This is an optimization exercise on Yosys and OpenROAD, whose aim is small area, a short achievable clock period and few clock cycles per item, not a production implementation.
Function was checked by simulation only, so behaviour that the tests miss may differ from the original.
Power figures rest on the tool's default switching activity, not on a simulated workload.

$ cat run.sh
#!/bin/bash
# synth_recipe.tcl (not shown) runs the flow's synth.tcl, then flattens the netlist and writes it again
# the make line also repeats each setting of config.mk as NAME=value (left out here)
make -C /OpenROAD-flow-scripts/flow DESIGN_CONFIG=/design/flow/config.mk WORK_HOME=/design/flow/orfs CLKGATE_MAP_FILE= SYNTH_SCRIPT=/design/flow/synth_recipe.tcl finish
$ cat config.mk
export PLATFORM = sky130hd
export DESIGN_NAME = mem_island_top
export DESIGN_NICKNAME = mem_island_top
export VERILOG_FILES = /design/flow/design.v
export SDC_FILE = /design/flow/constraint.sdc
export NUM_CORES = 4
export LEC_CHECK = 0
export CAP_MARGIN = 20
export CELL_PAD_IN_SITES_DETAIL_PLACEMENT = 1
export CELL_PAD_IN_SITES_GLOBAL_PLACEMENT = 2
export CORE_MARGIN = 2
export CORE_UTILIZATION = 30
export PLACE_DENSITY = 0.35
export SLEW_MARGIN = 20
$ cat constraint.sdc
create_clock -name core_clock -period 8.0 [get_ports {clk_i}]
set_input_delay 1.6000 -clock core_clock [delete_from_list [all_inputs] [get_ports {clk_i}]]
set_output_delay 1.6000 -clock core_clock [all_outputs]
set_load 0.01 [all_outputs]
$ cat design.v
`timescale 1ns/1ps
`default_nettype none
module mem_island_top (
   input  wire logic         clk_i,
   input  wire logic         rst_ni,
   input  wire logic         narrow_req_i,
   output      logic         narrow_gnt_o,
   input  wire logic [15:0]  narrow_addr_i,
   input  wire logic         narrow_we_i,
   input  wire logic [31:0]  narrow_wdata_i,
   input  wire logic [3:0]   narrow_strb_i,
   output      logic         narrow_rvalid_o,
   output      logic [31:0]  narrow_rdata_o,
   input  wire logic         wide_req_i,
   output      logic         wide_gnt_o,
   input  wire logic [15:0]  wide_addr_i,
   input  wire logic         wide_we_i,
   input  wire logic [63:0]  wide_wdata_i,
   input  wire logic [7:0]   wide_strb_i,
   output      logic         wide_rvalid_o,
   output      logic [63:0]  wide_rdata_o
);
   logic [127:0][31:0] mem_q;
   logic        n_nogo_q;
   logic        n_v_q, n_we_q;
   logic [6:0]  n_a_q;
   logic [31:0] n_wd_q;
   logic [3:0]  n_st_q;
   logic        n_acc;
   assign narrow_gnt_o = ~n_nogo_q;
   assign n_acc        = narrow_req_i & ~n_nogo_q;
   always_ff @(posedge clk_i or negedge rst_ni) begin
      if (!rst_ni) n_v_q <= 1'b0;
      else         n_v_q <= n_acc;
   end
   always_ff @(posedge clk_i) begin
      n_we_q <= narrow_we_i;
      n_a_q  <= narrow_addr_i[8:2];
      n_wd_q <= narrow_wdata_i;
      n_st_q <= narrow_strb_i;
   end
   logic        w_v_q, w_we_q;
   logic [5:0]  w_a_q;
   logic [63:0] w_wd_q;
   logic [7:0]  w_st_q;
   logic        k_v_q, k_we_q;
   logic [5:0]  k_a_q;
   logic [63:0] k_wd_q;
   logic [7:0]  k_st_q;
   logic        w_acc, w_blk, w_adv;
   logic [1:0]  w_lost_q;
   assign wide_gnt_o = ~k_v_q;
   assign w_acc      = wide_req_i & ~k_v_q;
   assign w_adv      = ~w_blk;
   always_ff @(posedge clk_i or negedge rst_ni) begin
      if (!rst_ni) begin
         w_v_q    <= 1'b0;
         k_v_q    <= 1'b0;
         w_lost_q <= '0;
         n_nogo_q <= 1'b0;
      end else begin
         if (w_adv) begin
            w_v_q <= k_v_q | w_acc;
            k_v_q <= 1'b0;
         end else begin
            k_v_q <= k_v_q | w_acc;
         end
         if (w_blk) begin
            if (w_lost_q != 2'd3) w_lost_q <= w_lost_q + 2'd1;
         end else begin
            w_lost_q <= '0;
         end
         n_nogo_q <= w_blk & (w_lost_q >= 2'd2);
      end
   end
   always_ff @(posedge clk_i) begin
      if (w_adv) begin
         if (k_v_q) begin
            w_we_q <= k_we_q;
            w_a_q  <= k_a_q;
            w_wd_q <= k_wd_q;
            w_st_q <= k_st_q;
         end else begin
            w_we_q <= wide_we_i;
            w_a_q  <= wide_addr_i[8:3];
            w_wd_q <= wide_wdata_i;
            w_st_q <= wide_strb_i;
         end
      end
      if (!k_v_q) begin
         k_we_q <= wide_we_i;
         k_a_q  <= wide_addr_i[8:3];
         k_wd_q <= wide_wdata_i;
         k_st_q <= wide_strb_i;
      end
   end
   logic n_rd, n_wr, w_rd, w_wr, rd_clash, wr_clash;
   logic [3:0] w_st_half;
   assign n_rd = n_v_q & ~n_we_q;
   assign n_wr = n_v_q &  n_we_q;
   assign w_rd = w_v_q & ~w_we_q;
   assign w_wr = w_v_q &  w_we_q;
   assign w_st_half = n_a_q[0] ? w_st_q[7:4] : w_st_q[3:0];
   assign rd_clash  = n_rd & w_rd & (n_a_q[2:1] == w_a_q[1:0]);
   assign wr_clash  = n_wr & w_wr & |(n_st_q & w_st_half);
   assign w_blk     = rd_clash | wr_clash;
   logic [1:0][31:0] bus_d;
   logic             w_wr_ok;
   assign w_wr_ok = w_wr & ~w_blk;
   always_comb begin
      for (int p = 0; p < 2; p++) begin
         for (int j = 0; j < 4; j++) begin
            if (n_wr && (n_a_q[0] == p[0]) && n_st_q[j]) begin
               bus_d[p][8*j +: 8] = n_wd_q[8*j +: 8];
            end else begin
               bus_d[p][8*j +: 8] = w_wd_q[32*p + 8*j +: 8];
            end
         end
      end
   end
   for (genvar w = 0; w < 128; w++) begin : gen_word
      for (genvar j = 0; j < 4; j++) begin : gen_byte
         logic en;
         assign en = (n_wr && n_a_q == 7'(w) && n_st_q[j]) ||
                     (w_wr_ok && w_a_q == 6'(w >> 1) && w_st_q[4*(w % 2) + j]);
         always_ff @(posedge clk_i) begin
            if (en) mem_q[w][8*j +: 8] <= bus_d[w % 2][8*j +: 8];
         end
      end
   end
   logic [7:0][3:0]  bank_row;
   logic [7:0][31:0] bank_out;
   always_comb begin
      for (int b = 0; b < 8; b++) begin
         if (n_rd && n_a_q[2:0] == 3'(b)) bank_row[b] = n_a_q[6:3];
         else                     bank_row[b] = w_a_q[5:2];
      end
   end
   logic [7:0][15:0][31:0] bank_words;
   for (genvar b = 0; b < 8; b++) begin : gen_rbank
      for (genvar r = 0; r < 16; r++) begin : gen_row
         assign bank_words[b][r] = mem_q[r*8 + b];
      end
      assign bank_out[b] = bank_words[b][bank_row[b]];
   end
   logic        n_rv_q, w_rv_q;
   logic [31:0] n_rd_q;
   logic [63:0] w_rd_q;
   always_ff @(posedge clk_i or negedge rst_ni) begin
      if (!rst_ni) begin
         n_rv_q <= 1'b0;
         w_rv_q <= 1'b0;
      end else begin
         n_rv_q <= n_v_q;
         w_rv_q <= w_v_q & ~w_blk;
      end
   end
   always_ff @(posedge clk_i) begin
      n_rd_q <= bank_out[n_a_q[2:0]];
      w_rd_q <= {bank_out[{w_a_q[1:0], 1'b1}], bank_out[{w_a_q[1:0], 1'b0}]};
   end
   assign narrow_rvalid_o = n_rv_q;
   assign narrow_rdata_o  = n_rd_q;
   assign wide_rvalid_o   = w_rv_q;
   assign wide_rdata_o    = w_rd_q;
endmodule
`default_nettype wire
==> summary.txt, run 1 <==
Synthesis
  – Ys async rst share: 0.00182
  – Area fraction of the dominant cell type after synthesis: 0.704
  – Netlist cell types: 92
  – Synth top cells by count: 4175 x edfxtp_1, 1639 x nand2_1, 1189 x mux2i_1
  – Main synth FF type: edfxtp_1
  – FF+latch count, synth: 4402
  – Mapped Avg Cell Area: 15.0 µm²
  – Syn. warnings: 1
  – Count leader, synth: edfxtp_1
  – Largest area contributor in the netlist: edfxtp_1
  – Post-synthesis sequential area ratio: 0.730
  – Synth top area cells: edfxtp_1 70%, mux2i_1 6.7%, nand2_1 3.5%
  – Number of flops mapped to enable cells by yosys: 4175
  – Mapped Cells: 11800
  – Mapped Area: 178000 µm²
  – Syn nets: 12000

Setup path
  – Maximum fanout along the worst path: 40
  – Worst path arrival time: 7.03 ns
  – Critical path depth: 13
  – Most used cell, CP: buf_4
  – Slowest cell on the critical path: o21ai_1
  – CP delay by family, top: simple AND/OR/NAND/NOR gates
  – Critical path cell sequence: buf_4 > nand2b_1 > buf_4 > o21ai_1 > and2_2 > nand2_1 > nor2_2 > buf_4 > nand2_1 > nand3_1 > a21oi_1 > a211oi_1 > buf_4
  – Worst Setup EP: n_rd_q[9]
  – R2r setup slk: 1.96 ns
  – Reg2reg path depth: 13
  – Crit path capture type: flip-flop
  – Largest stage delay, worst path: 0.79 ns
  – Critical Path Start: n_a_q[1]
  – CP Buf/Inv Count: 4
  – Crit Path Class: reg2reg
  – Reg2reg end: n_rd_q[9]
  – Critical Path Source Type: flip-flop
  – Worst R2R Start: n_a_q[1]
  – Req. time, crit path: 8.99 ns

CTS
  – Count of cells resized by post-cts repair: 0
  – Clock latency (worst-skew pair): 1.12 ns
  – Longest Clk Path Bufs: 4
  – CTS Buf Count: 541
  – # hold bufs at CTS: 0
  – Reg clk slew, reported paths: 0.05 ns
  – Postcts setup bufs: 0
  – CTS tree: built
  – H-tree depth: 6
  – TritonCTS Sinks: 4402
  – CTS root buf: clkbuf_16

Global routing
  – Largest net degree at the start of global routing: 95
  – Global-route wire length before repair: 1070000 µm
  – Grt total ovfl: 0
  – Vias in the first global route: 114000
  – Initial antenna violation count: 141
  – Total Routing Usage GR: 0.263

Power
  – P_leak: 70.0 nW
  – Pwr/cell area: 274 nW/µm²
  – Worst vdd ir: 0.210 mV

Floorplanning
  – Row count: 282
  – Die width: 774 µm
  – Core Footprint: 591000 µm²
  – Die footprint: 600000 µm²
  – DIE HEIGHT: 774 µm
  – I/O pins: 246
  – Initial core utilization: 0.301

Drt
  – Avg WL per Cell: 39.7 µm
  – DRT Pass-1 Iters: 5
  – DRT antenna net count: 0
  – Via density: 5.54
  – Final WL: 815000 µm
  – First-iteration detailed-routing DRC count: 11500
  – Post-route DRC violation count: 0
  – Via count: 114000

Timing
  – Final Setup Violations: 0
  – Post-route worst setup slack: 1.96 ns
  – Clock skew: 0.0527 ns
  – Max Slew Vio Count: 0
  – Worst-Margin Slew: 1.30 ns
  – Total negative slack: 0 ns
  – Tmin final: 6.04 ns
  – Hold Fails Final Rpt: 0
  – Final Cycle Share: 0.755
  – Worst relative slew slack: 0.134
  – RSZ-0062 raised after global routing: false
  – Max Freq: 166 MHz

Status
  – Status: finished clean

Finish
  – Layout cell share with drive strength beyond 1: 0.134
  – Total Nets Final: 12400
  – Area growth, synth to finish: 17.2%
  – Final Cell Area: 209000 µm²

Hold path
  – Hold Path Class: reg2reg

Placement
  – Routability Congestion: 0.860
  – Place WS: 1.99 ns
  – Number of port buffers: 226
  – Detailed Place HPWL: 565000 µm
  – Post-DP Area: 192000 µm²

Run
  – Max-capacitance violation count: 0
[worst register-to-register path: cells and delay by family, from the launching register on]
kind / cells / cell delay (ns)
flip-flops: 1 / 0.49
AO/OA/AOI/OAI: 3 / 1.21
AND/OR/NAND/NOR: 6 / 2.70
buffers and inverters: 4 / 1.53
[layout make-up]
type	count	area, µm²
Clock inverter	255	2190
Timing Repair Buffer	740	6450
Antenna cell	51	128
Tap cell	7810	9770
Inverter	22	86.3
Multi-Input combinational cell	6524	45600
Clock buffer	704	14500
Fill cell	59700	382000
Sequential cell	4402	130000
[power breakdown]
part | switching [mW] | total, mW | internal, mW | leakage [nW]
sequential | 0.324 | 26.2 | 25.9 | 39.6
clock | 10.0 | 23.5 | 13.5 | 8.12
combinational | 5.66 | 7.47 | 1.82 | 22.2
total | 16.0 | 57.2 | 41.2 | 70.0
[per-layer routing]
| layer | track usage | routed length, µm | vias to the layer above |
|---|---|---|---|
| met5 | 0 | 215 | - |
| li1 | - | - | 47700 |
| met2 | 0.434 | 386000 | 3593 |
| met1 | 0.358 | 356000 | 61200 |
| met3 | 0.0406 | 45800 | 1014 |
| met4 | 0.0802 | 26900 | 34 |
[flip-flops by register name, indices dropped and copies added (netlist names), 2 cells and up]
register and count:
k_a_q 6, k_st_q 8, k_wd_q 64, mem_q 4096
n_a_q 7, n_rd_q 32, n_st_q 4, n_wd_q 32
w_a_q 6, w_lost_q 2, w_rd_q 64, w_st_q 8
w_wd_q 64
[cell families after synthesis]
family | share of synthesized area
adder cells (fa/ha/maj) | 0.000141
AND/OR/NAND/NOR | 0.0725
flip-flops | 0.730
AO/OA/AOI/OAI | 0.0892
multiplexers | 0.0870
buffers and inverters | 0.0211
XOR/XNOR | 0.000148
[layout by cell type, fill, tap and decap left out, types with 48 or more instances in the layout]
cell type / instances
diode_2: 51
nor2_1: 327
a211oi_1: 201
mux2i_1: 1176
o221ai_1: 48
clkdlybuf4s50_1: 226
buf_4: 488
clkbuf_1: 137
nand3_1: 420
or4_1: 131
a22oi_1: 56
o21ai_0: 147
a31oi_1: 139
nand2_1: 1622
and3_1: 216
o22ai_1: 522
clkinv_2: 59
mux2_2: 149
o21ai_2: 49
clkbuf_16: 547
edfxtp_1: 4175
mux4_2: 76
a32oi_1: 83
dfxtp_1: 210
a21oi_1: 121
a32o_1: 379
clkinv_1: 112
a311oi_1: 72
o21ai_1: 84
[per-stage QoR]
stage	hold WS (ns)	power (mW)	std cells	utilization
floorplan	0.349	29.5	11800	-
global placement	0.452	34.1	19500	0.325
detailed placement	0.458	34.2	19500	0.325
CTS	0.471	57.8	20500	0.353
global route	0.481	58.8	20500	0.353
finish	0.469	57.2	20500	0.353
[worst min path at each step]
stage	startpoint	end	slack (ns)	cells past startpoint
CTS	k_wd_q[37]	k_wd_q[37]	0.47	1
detailed placement	k_wd_q[37]	k_wd_q[37]	0.46	1
global placement	k_wd_q[63]	k_wd_q[63]	0.45	1
global route	k_st_q[3]	k_st_q[3]	0.48	1
finish	k_st_q[6]	k_st_q[6]	0.47	1
floorplan	n_v_q	n_rv_q	0.35	0
Testbench counts, summed over its fixed seeds: cycles 12,471, items 20,000.
==> run 2: changes to the inputs <==
--- a/design.v
+++ b/design.v
@@ -128,12 +128,16 @@
          end
       end
    end
-   logic [7:0][3:0]  bank_row;
+   logic [7:0][3:0]  bank_row_q;
    logic [7:0][31:0] bank_out;
-   always_comb begin
+   logic             n_rd_nxt;
+   logic [5:0]       w_a_nxt;
+   assign n_rd_nxt = n_acc & ~narrow_we_i;
+   assign w_a_nxt  = ~w_adv ? w_a_q : (k_v_q ? k_a_q : wide_addr_i[8:3]);
+   always_ff @(posedge clk_i) begin
       for (int b = 0; b < 8; b++) begin
-         if (n_rd && n_a_q[2:0] == 3'(b)) bank_row[b] = n_a_q[6:3];
-         else                     bank_row[b] = w_a_q[5:2];
+         if (n_rd_nxt && narrow_addr_i[4:2] == 3'(b)) bank_row_q[b] <= narrow_addr_i[8:5];
+         else                                         bank_row_q[b] <= w_a_nxt[5:2];
       end
    end
    logic [7:0][15:0][31:0] bank_words;
@@ -141,7 +145,7 @@
       for (genvar r = 0; r < 16; r++) begin : gen_row
          assign bank_words[b][r] = mem_q[r*8 + b];
       end
-      assign bank_out[b] = bank_words[b][bank_row[b]];
+      assign bank_out[b] = bank_words[b][bank_row_q[b]];
    end
    logic        n_rv_q, w_rv_q;
    logic [31:0] n_rd_q;
--- a/config.mk
+++ b/config.mk
@@ -9,6 +9,7 @@
 export CELL_PAD_IN_SITES_DETAIL_PLACEMENT = 1
 export CELL_PAD_IN_SITES_GLOBAL_PLACEMENT = 2
 export CORE_MARGIN = 2
-export CORE_UTILIZATION = 30
-export PLACE_DENSITY = 0.35
+export CORE_UTILIZATION = 45
+export PLACE_DENSITY = 0.55
+export SETUP_SLACK_MARGIN = 4.5
 export SLEW_MARGIN = 20
==> summary.txt, run 2 <==
Status
  – Status: finished clean

Placement
  – Place WS: 2.87 ns
  – Placed cell count: 13200
  – Detailed Place HPWL: 397000 µm
  – Routability Congestion: 0.865
  – Number of port buffers: 226

Drt
  – Via density: 6.49
  – DRT Pass-1 Iters: 6
  – Avg WL per Cell: 43.8 µm
  – Final WL: 634000 µm
  – First-iteration detailed-routing DRC count: 12100
  – DRT antenna net count: 0
  – Post-route DRC violation count: 0
  – Via count: 93900

Timing
  – Final Cycle Share: 0.472
  – Hold Fails Final Rpt: 0
  – Worst-Margin Slew: 1.34 ns
  – RSZ-0062 raised after global routing: true
  – Max Slew Vio Count: 0
  – Max Freq: 265 MHz
  – Post-route worst setup slack: 4.23 ns
  – Final Setup Violations: 0
  – Total negative slack: 0 ns
  – Smallest hold slack: 0.418 ns
  – Tmin final: 3.77 ns
  – Worst relative slew slack: 0.110
  – Clock skew: 0.0416 ns

Finish
  – Layout cell share with drive strength beyond 1: 0.349
  – Fin cells: 14500
  – Filler cell count: 32500
  – Largest register FFs: 4096
  – Most frequent cells in the layout: 4171 x edfxtp_1, 1149 x mux4_2, 493 x clkbuf_16
  – FF+latch area: 131000 µm²
  – Fin util: 0.542
  – Area growth, synth to finish: 19.7%
  – Most flop-heavy register: mem_q
  – Most common cell after layout, fill and taps aside: edfxtp_1
  – Multi-input logic area: 45700 µm²
  – Total Nets Final: 9023

Synthesis
  – Syn nets: 8324
  – Netlist cell types: 60
  – Ys async rst share: 0.00180
  – Synth top cells by count: 4171 x edfxtp_1, 1149 x mux4_2, 444 x o22ai_1
  – Number of flops mapped to enable cells by yosys: 4171
  – FF+latch count, synth: 4434
  – Largest area contributor in the netlist: edfxtp_1
  – Area fraction of the dominant cell type after synthesis: 0.723
  – Count leader, synth: edfxtp_1
  – Mapped Cells: 8176
  – Main synth FF type: edfxtp_1
  – Synth top area cells: edfxtp_1 72%, mux4_2 15%, dfxtp_1 2.9%
  – Mapped Avg Cell Area: 21.2 µm²
  – Syn. warnings: 1
  – Post-synthesis sequential area ratio: 0.754
  – Mapped Area: 173000 µm²

Floorplanning
  – Initial core utilization: 0.453
  – Die footprint: 390000 µm²
  – Die width: 624 µm
  – Core Footprint: 383000 µm²
  – DIE HEIGHT: 624 µm
  – Row count: 227
  – I/O pins: 246

CTS
  – Longest Clk Path Bufs: 4
  – CTS tree: built
  – Clock latency (worst-skew pair): 1.02 ns
  – TritonCTS Sinks: 4434
  – H-tree depth: 5
  – CTS root buf: clkbuf_16
  – Reg clk slew, reported paths: 0.06 ns
  – CTS Buf Count: 468

Hold path
  – Hold Path Origin: n_v_q
  – Hold Path Class: reg2reg
  – Worst hold stages: 0
  – Worst-case hold path end point: n_rv_q

Setup path
  – R2r setup slk: 4.23 ns
  – Crit Path Class: reg2reg
  – Req. time, crit path: 8.62 ns
  – Crit path capture type: flip-flop
  – Reg2reg end: mem_q[1125]
  – Reg2reg path depth: 8
  – Worst R2R Start: w_a_q[0]
  – Worst path arrival time: 4.39 ns
  – Critical Path Source Type: flip-flop
  – Maximum fanout along the worst path: 86

Global routing
  – Global-route wire length before repair: 843000 µm
  – Total Routing Usage GR: 0.321
  – Initial antenna violation count: 85
  – Largest net degree at the start of global routing: 87
  – Grt total ovfl: 0
  – Vias in the first global route: 93900

Power
  – Worst vdd ir: 0.214 mV
  – Pwr/cell area: 265 nW/µm²
  – P_leak: 64.2 nW

Run
  – Max-capacitance violation count: 0
## run 2: cell count changes after synthesis, sizes merged, moves of 276 or more
cell	change
nand2	-1302
mux4	+1073
mux2i	-906
nand3	-403
a32o	-379
clkbuf	-276
## run 2: cell families after synthesis
kind of cell	share of synthesized area
AO/OA/AOI/OAI	0.0366
XOR/XNOR	0.000152
adder cells (fa/ha/maj)	0.000145
buffers and inverters	0.0140
flip-flops	0.754
multiplexers	0.181
AND/OR/NAND/NOR	0.0141
## run 2: where the power goes
| group | switching, mW | internal [mW] | total [mW] | leakage [nW] |
|---|---|---|---|---|
| Sequential | 0.380 | 26.1 | 26.4 | 39.9 |
| Combinational | 4.47 | 2.14 | 6.62 | 16.8 |
| Clock | 9.21 | 12.7 | 21.9 | 7.52 |
| Total | 14.1 | 40.9 | 55.0 | 64.2 |
## run 2: how the worst max path moves through the flow
stage / start / end / slack [ns] / depth (start not counted)
final: w_a_q[0] / mem_q[1125] / 4.23 / 8
after global routing: w_a_q[0] / mem_q[1125] / 4.32 / 8
after CTS: bank_row_q[17] / w_rd_q[30] / 4.14 / 6
after detailed placement: n_a_q[0] / mem_q[2494] / 2.87 / 9
after global placement: n_a_q[0] / mem_q[2153] / 2.99 / 9
after floorplan: w_st_q[2] / mem_q[3904] / 4.67 / 10
## run 2: final cells by class
cell class                 instances  area share
antenna                          140     0.00169
clock buffer                     630      0.0624
clock inverter                   251      0.0117
inverter                          16    0.000332
multi-input combinational       3192       0.220
sequential                      4434       0.631
tap                             5038      0.0304
timing repair buffer             763      0.0422
## run 2: layer usage
metal / share of wire / vias to the layer above / track usage
met4: 0.050 / 24 / 0.139
met3: 0.085 / 978 / 0.0647
li1: - / 36400 / -
met2: 0.47 / 4416 / 0.497
met1: 0.40 / 52100 / 0.445
met5: 0.00027 / - / 0
## run 2: critical path: stages (launching register included)
cell,delay [ns]
edfxtp_1,0.44
buf_16,0.49
xnor2_1,0.24
a31oi_4,0.33
buf_6,0.15
buf_12,0.11
nand4b_1,0.25
buf_16,0.40
o22ai_2,0.70
## run 2: what timing repair did
| item | CTS | global route |
|---|---|---|
| cloned | 16 | 10 |
| hold buffers | 0 | 0 |
| setup buffers | 143 | 55 |
| resized for setup | 978 | 128 |
| endpoints found under the hold margin | 0 | 0 |
| pin swaps | 70 | 35 |
| setup endpoints to repair | 7755 | 3586 |
## run 2: stage by stage
| stage | power [mW] | area [µm²] |
|---|---|---|
| floorplan | 29.6 | 173000 |
| global placement | 32.9 | 182000 |
| detailed placement | 33.0 | 182000 |
| CTS | 55.1 | 205000 |
| global route | 56.2 | 207000 |
| finish | 55.0 | 207000 |
Testbench counts of run 2, summed over its fixed seeds: cycles 12,471, items 20,000.
==> run 3: changes to the inputs <==
--- a/design.v
+++ b/design.v
@@ -94,16 +94,43 @@
          k_st_q <= wide_strb_i;
       end
    end
-   logic n_rd, n_wr, w_rd, w_wr, rd_clash, wr_clash;
-   logic [3:0] w_st_half;
+   logic n_rd, n_wr, w_rd, w_wr;
+   logic w_blk_q, w_blk_nxt;
+   logic        wv_nxt, wwe_nxt;
+   logic [5:0]  wa_nxt;
+   logic [7:0]  wst_nxt;
+   logic [3:0]  wst_half_nxt;
    assign n_rd = n_v_q & ~n_we_q;
    assign n_wr = n_v_q &  n_we_q;
    assign w_rd = w_v_q & ~w_we_q;
    assign w_wr = w_v_q &  w_we_q;
-   assign w_st_half = n_a_q[0] ? w_st_q[7:4] : w_st_q[3:0];
-   assign rd_clash  = n_rd & w_rd & (n_a_q[2:1] == w_a_q[1:0]);
-   assign wr_clash  = n_wr & w_wr & |(n_st_q & w_st_half);
-   assign w_blk     = rd_clash | wr_clash;
+   always_comb begin
+      if (!w_adv) begin
+         wv_nxt  = w_v_q;
+         wwe_nxt = w_we_q;
+         wa_nxt  = w_a_q;
+         wst_nxt = w_st_q;
+      end else if (k_v_q) begin
+         wv_nxt  = 1'b1;
+         wwe_nxt = k_we_q;
+         wa_nxt  = k_a_q;
+         wst_nxt = k_st_q;
+      end else begin
+         wv_nxt  = w_acc;
+         wwe_nxt = wide_we_i;
+         wa_nxt  = wide_addr_i[8:3];
+         wst_nxt = wide_strb_i;
+      end
+   end
+   assign wst_half_nxt = narrow_addr_i[2] ? wst_nxt[7:4] : wst_nxt[3:0];
+   assign w_blk_nxt = n_acc & wv_nxt &
+                      ((~narrow_we_i & ~wwe_nxt & (narrow_addr_i[4:3] == wa_nxt[1:0])) |
+                       ( narrow_we_i &  wwe_nxt & |(narrow_strb_i & wst_half_nxt)));
+   always_ff @(posedge clk_i or negedge rst_ni) begin
+      if (!rst_ni) w_blk_q <= 1'b0;
+      else         w_blk_q <= w_blk_nxt;
+   end
+   assign w_blk = w_blk_q;
    logic [1:0][31:0] bus_d;
    logic             w_wr_ok;
    assign w_wr_ok = w_wr & ~w_blk;
@@ -133,7 +160,7 @@
    logic             n_rd_nxt;
    logic [5:0]       w_a_nxt;
    assign n_rd_nxt = n_acc & ~narrow_we_i;
-   assign w_a_nxt  = ~w_adv ? w_a_q : (k_v_q ? k_a_q : wide_addr_i[8:3]);
+   assign w_a_nxt  = wa_nxt;
    always_ff @(posedge clk_i) begin
       for (int b = 0; b < 8; b++) begin
          if (n_rd_nxt && narrow_addr_i[4:2] == 3'(b)) bank_row_q[b] <= narrow_addr_i[8:5];
--- a/config.mk
+++ b/config.mk
@@ -10,6 +10,8 @@
 export CELL_PAD_IN_SITES_GLOBAL_PLACEMENT = 2
 export CORE_MARGIN = 2
 export CORE_UTILIZATION = 45
+export CTS_BUF_LIST = sky130_fd_sc_hd__clkbuf_8
+export CTS_CLUSTER_SIZE = 24
 export PLACE_DENSITY = 0.55
 export SETUP_SLACK_MARGIN = 4.5
 export SLEW_MARGIN = 20
==> summary.txt, run 3 <==
Status
  – Status: finished clean

Drt
  – DRT Pass-1 Iters: 5
  – DRT antenna net count: 0
  – Avg WL per Cell: 42.3 µm
  – Via count: 92800
  – Via density: 6.34
  – First-iteration detailed-routing DRC count: 12100
  – Final WL: 619000 µm
  – Post-route DRC violation count: 0

Timing
  – Smallest hold slack: 0.431 ns
  – Clock skew: 0.0508 ns
  – Worst relative slew slack: 0.211
  – Total negative slack: 0 ns
  – RSZ-0062 raised after global routing: true
  – Worst-Margin Slew: 1.18 ns
  – Final Setup Violations: 0
  – Hold Fails Final Rpt: 0
  – Max Freq: 266 MHz
  – Post-route worst setup slack: 4.23 ns
  – Final Cycle Share: 0.471
  – Max Slew Vio Count: 0
  – Tmin final: 3.77 ns

Floorplanning
  – Die width: 626 µm
  – Initial core utilization: 0.452
  – Core Footprint: 385000 µm²
  – Die footprint: 392000 µm²
  – DIE HEIGHT: 626 µm
  – I/O pins: 246
  – Row count: 228

Power
  – Net Sw Frac: 0.265
  – P_leak: 63.8 nW
  – Power share of the combinational group: 0.117
  – Total power: 51.6 mW
  – Clock Power Share: 0.371
  – P_sw: 13.7 mW
  – Sequential Power Share: 0.512
  – Pwr/cell area: 259 nW/µm²
  – Internal power: 37.9 mW
  – Worst vdd ir: 0.173 mV

Placement
  – Number of port buffers: 226
  – Place WS: 3.46 ns
  – Post-DP Area: 183000 µm²
  – Routability Congestion: 0.922
  – Detailed Place HPWL: 421000 µm
  – Placed cell count: 13100

Synthesis
  – Ys async rst share: 0.00203
  – Syn. warnings: 1
  – Synth top cells by count: 4160 x edfxtp_1, 1206 x mux4_2, 529 x a22o_1
  – Count leader, synth: edfxtp_1
  – Area fraction of the dominant cell type after synthesis: 0.717
  – Mapped Area: 174000 µm²
  – Main synth FF type: edfxtp_1
  – Number of flops mapped to enable cells by yosys: 4160
  – Largest area contributor in the netlist: edfxtp_1
  – Synth top area cells: edfxtp_1 72%, mux4_2 16%, dfxtp_1 3.1%
  – Netlist cell types: 54
  – FF+latch count, synth: 4435
  – Syn nets: 8184
  – Mapped Avg Cell Area: 21.7 µm²
  – Mapped Cells: 8036
  – Post-synthesis sequential area ratio: 0.749

Run
  – Max-capacitance violation count: 0

Global routing
  – Global-route wire length before repair: 824000 µm
  – GR Layer Usage met1: 0.458
  – Grt peak-use layer: met1
  – Total Routing Usage GR: 0.314
  – Met3 Use GR: 0.0648
  – Initial antenna violation count: 59
  – Vias in the first global route: 93500
  – Met2 Use GR: 0.452
  – Largest net degree at the start of global routing: 100
  – Grt total ovfl: 0

CTS
  – Longest Clk Path Bufs: 4
  – Clock latency (worst-skew pair): 1.28 ns
  – # hold bufs at CTS: 0
  – Reg clk slew, reported paths: 0.06 ns
  – TritonCTS Sinks: 4435
  – CTS tree: built
  – H-tree depth: 6
  – CTS Buf Count: 744
  – CTS root buf: clkbuf_8

Setup path
  – Crit Path Class: reg2out
  – Maximum fanout along the worst path: 2
  – Req. time, crit path: 6.40 ns
  – Worst path arrival time: 2.17 ns
  – Slowest cell on the critical path: dfrtp_4
  – Critical Path Source Type: flip-flop
  – Critical path cell sequence: buf_16 > clkinv_4 > buf_6
  – Largest stage delay, worst path: 0.57 ns
  – Crit path capture type: primary output
  – CP delay by family, top: flip-flops
  – CP Buf/Inv Count: 3

Finish
  – FF+latch area: 131000 µm²
  – Most common cell after layout, fill and taps aside: edfxtp_1
  – Multi-input logic area: 42400 µm²
  – Fin util: 0.516
  – Final Cell Area: 199000 µm²
  – Largest register FFs: 4096
  – Most frequent cells in the layout: 4160 x edfxtp_1, 1206 x mux4_2, 812 x clkbuf_8
  – Layout cell share with drive strength beyond 1: 0.331
  – Total Nets Final: 8938
  – Fin cells: 14600
  – Area growth, synth to finish: 14.2%
  – Filler cell count: 33700
  – Most flop-heavy register: mem_q

Hold path
  – Hold Path Class: reg2reg
run 3: metal layers:
metal,vias up,routed length (µm)
li1,36000,-
met3,1039,51800
met5,-,207
met4,30,34700
met2,4512,270000
met1,51200,262000
run 3: cells by family (layout without fill, tap and decap cells):
logic type | count (synthesis) | count (layout) | synth area share
muxes | 1657 | 1657 | 0.184
xor gates and xnor gates | 3 | 3 | 0.000151
AOI/OAI and AO/OA | 916 | 916 | 0.0417
and+or+nand+nor | 496 | 498 | 0.0124
other | 0 | 54 | 0
adders and majority gates | 2 | 2 | 0.000144
DFF | 4435 | 4435 | 0.749
buffers and inverters | 527 | 1892 | 0.0128
run 3: area by class of cell:
class	instances	area share
antenna	54	0.000679
clock buffer	812	0.0562
clock inverter	547	0.0137
inverter	10	0.000226
multi-input combinational	3076	0.213
sequential	4435	0.657
tap	5175	0.0325
timing repair buffer	523	0.0268
run 3: power groups by stage:
stage	logic, mW	registers, mW	clock network, mW
CTS	6.00	26.4	19.5
global placement	5.81	26.9	0
global route	6.19	26.4	20.5
detailed placement	5.89	27.0	0
floorplan	3.09	26.6	0
finish	6.03	26.4	19.1
run 3: repair_timing:
item | CTS | global route
resized for setup | 704 | 110
buffers inserted | 53 | 21
cloned | 7 | 3
endpoints found under the setup margin | 5954 | 1171
pin swaps | 14 | 2
run 3: path summary, 6_finish.rpt:
| path | from | to | slack, ns | depth (start not counted) |
|---|---|---|---|---|
| worst max-delay path | k_v_q | wide_gnt_o | 4.23 | 3 |
| worst min-delay path | n_v_q | n_rv_q | 0.43 | 0 |
| worst max register to register | n_v_q | mem_q[3154] | 4.43 | 5 |
| worst min register to register | n_v_q | n_rv_q | 0.43 | 0 |
| max in group asynchronous | rst_ni | k_v_q | 6.56 | 1 |
| min in group asynchronous | rst_ni | w_lost_q[1] | 0.81 | 1 |
run 3: worst reg2reg max path: cells and delay by family (launching register included):
| kind | cells | cell delay (ns) |
|---|---|---|
| AOI/OAI and AO/OA | 1 | 0.75 |
| DFF | 1 | 0.38 |
| and+or+nand+nor | 4 | 2.02 |
Testbench counts of run 3, summed over its fixed seeds: cycles 12,471, items 20,000.

-- re-timing with driven ports --
The flow's constraints put no driver on any port. The routed layouts listed below were extracted and timed again, unchanged, in two steps. Step 1 (the two cells are an assumption about what drives the block):
set clk [get_ports {clk_i}]
set_driving_cell -lib_cell sky130_fd_sc_hd__clkbuf_16 $clk
set_driving_cell -lib_cell sky130_fd_sc_hd__buf_2 [delete_from_list [all_inputs] $clk]
Step 2 moves the port delays by t, midway between the first and last clock arrival at a register: inputs arrive t later, outputs are due t later. That takes back most of the time a late clock gives input paths. Slacks: ideal ports / drivers / drivers and shift; pairs: ideal ports / drivers.
run | t (ns) | setup WS [ns] | worst setup path after step 2 | worst register clock-pin slew, ns | pins driven straight from the clock port
run 1 | 1.211 | 1.962 / 1.962 / 1.962 | register to register | 0.06 / 0.06 | 1
run 2 | 1.135 | 4.227 / 4.227 / 3.477 | input to register | 0.07 / 0.07 | 1
run 3 | 1.376 | 4.234 / 4.117 / 3.509 | input to register | 0.07 / 0.07 | 1
After both steps setup and hold are still met in every run listed. The setup slack of run 2, which loses most, moves by 0.000 ns with the drivers and by -0.750 ns with both steps.
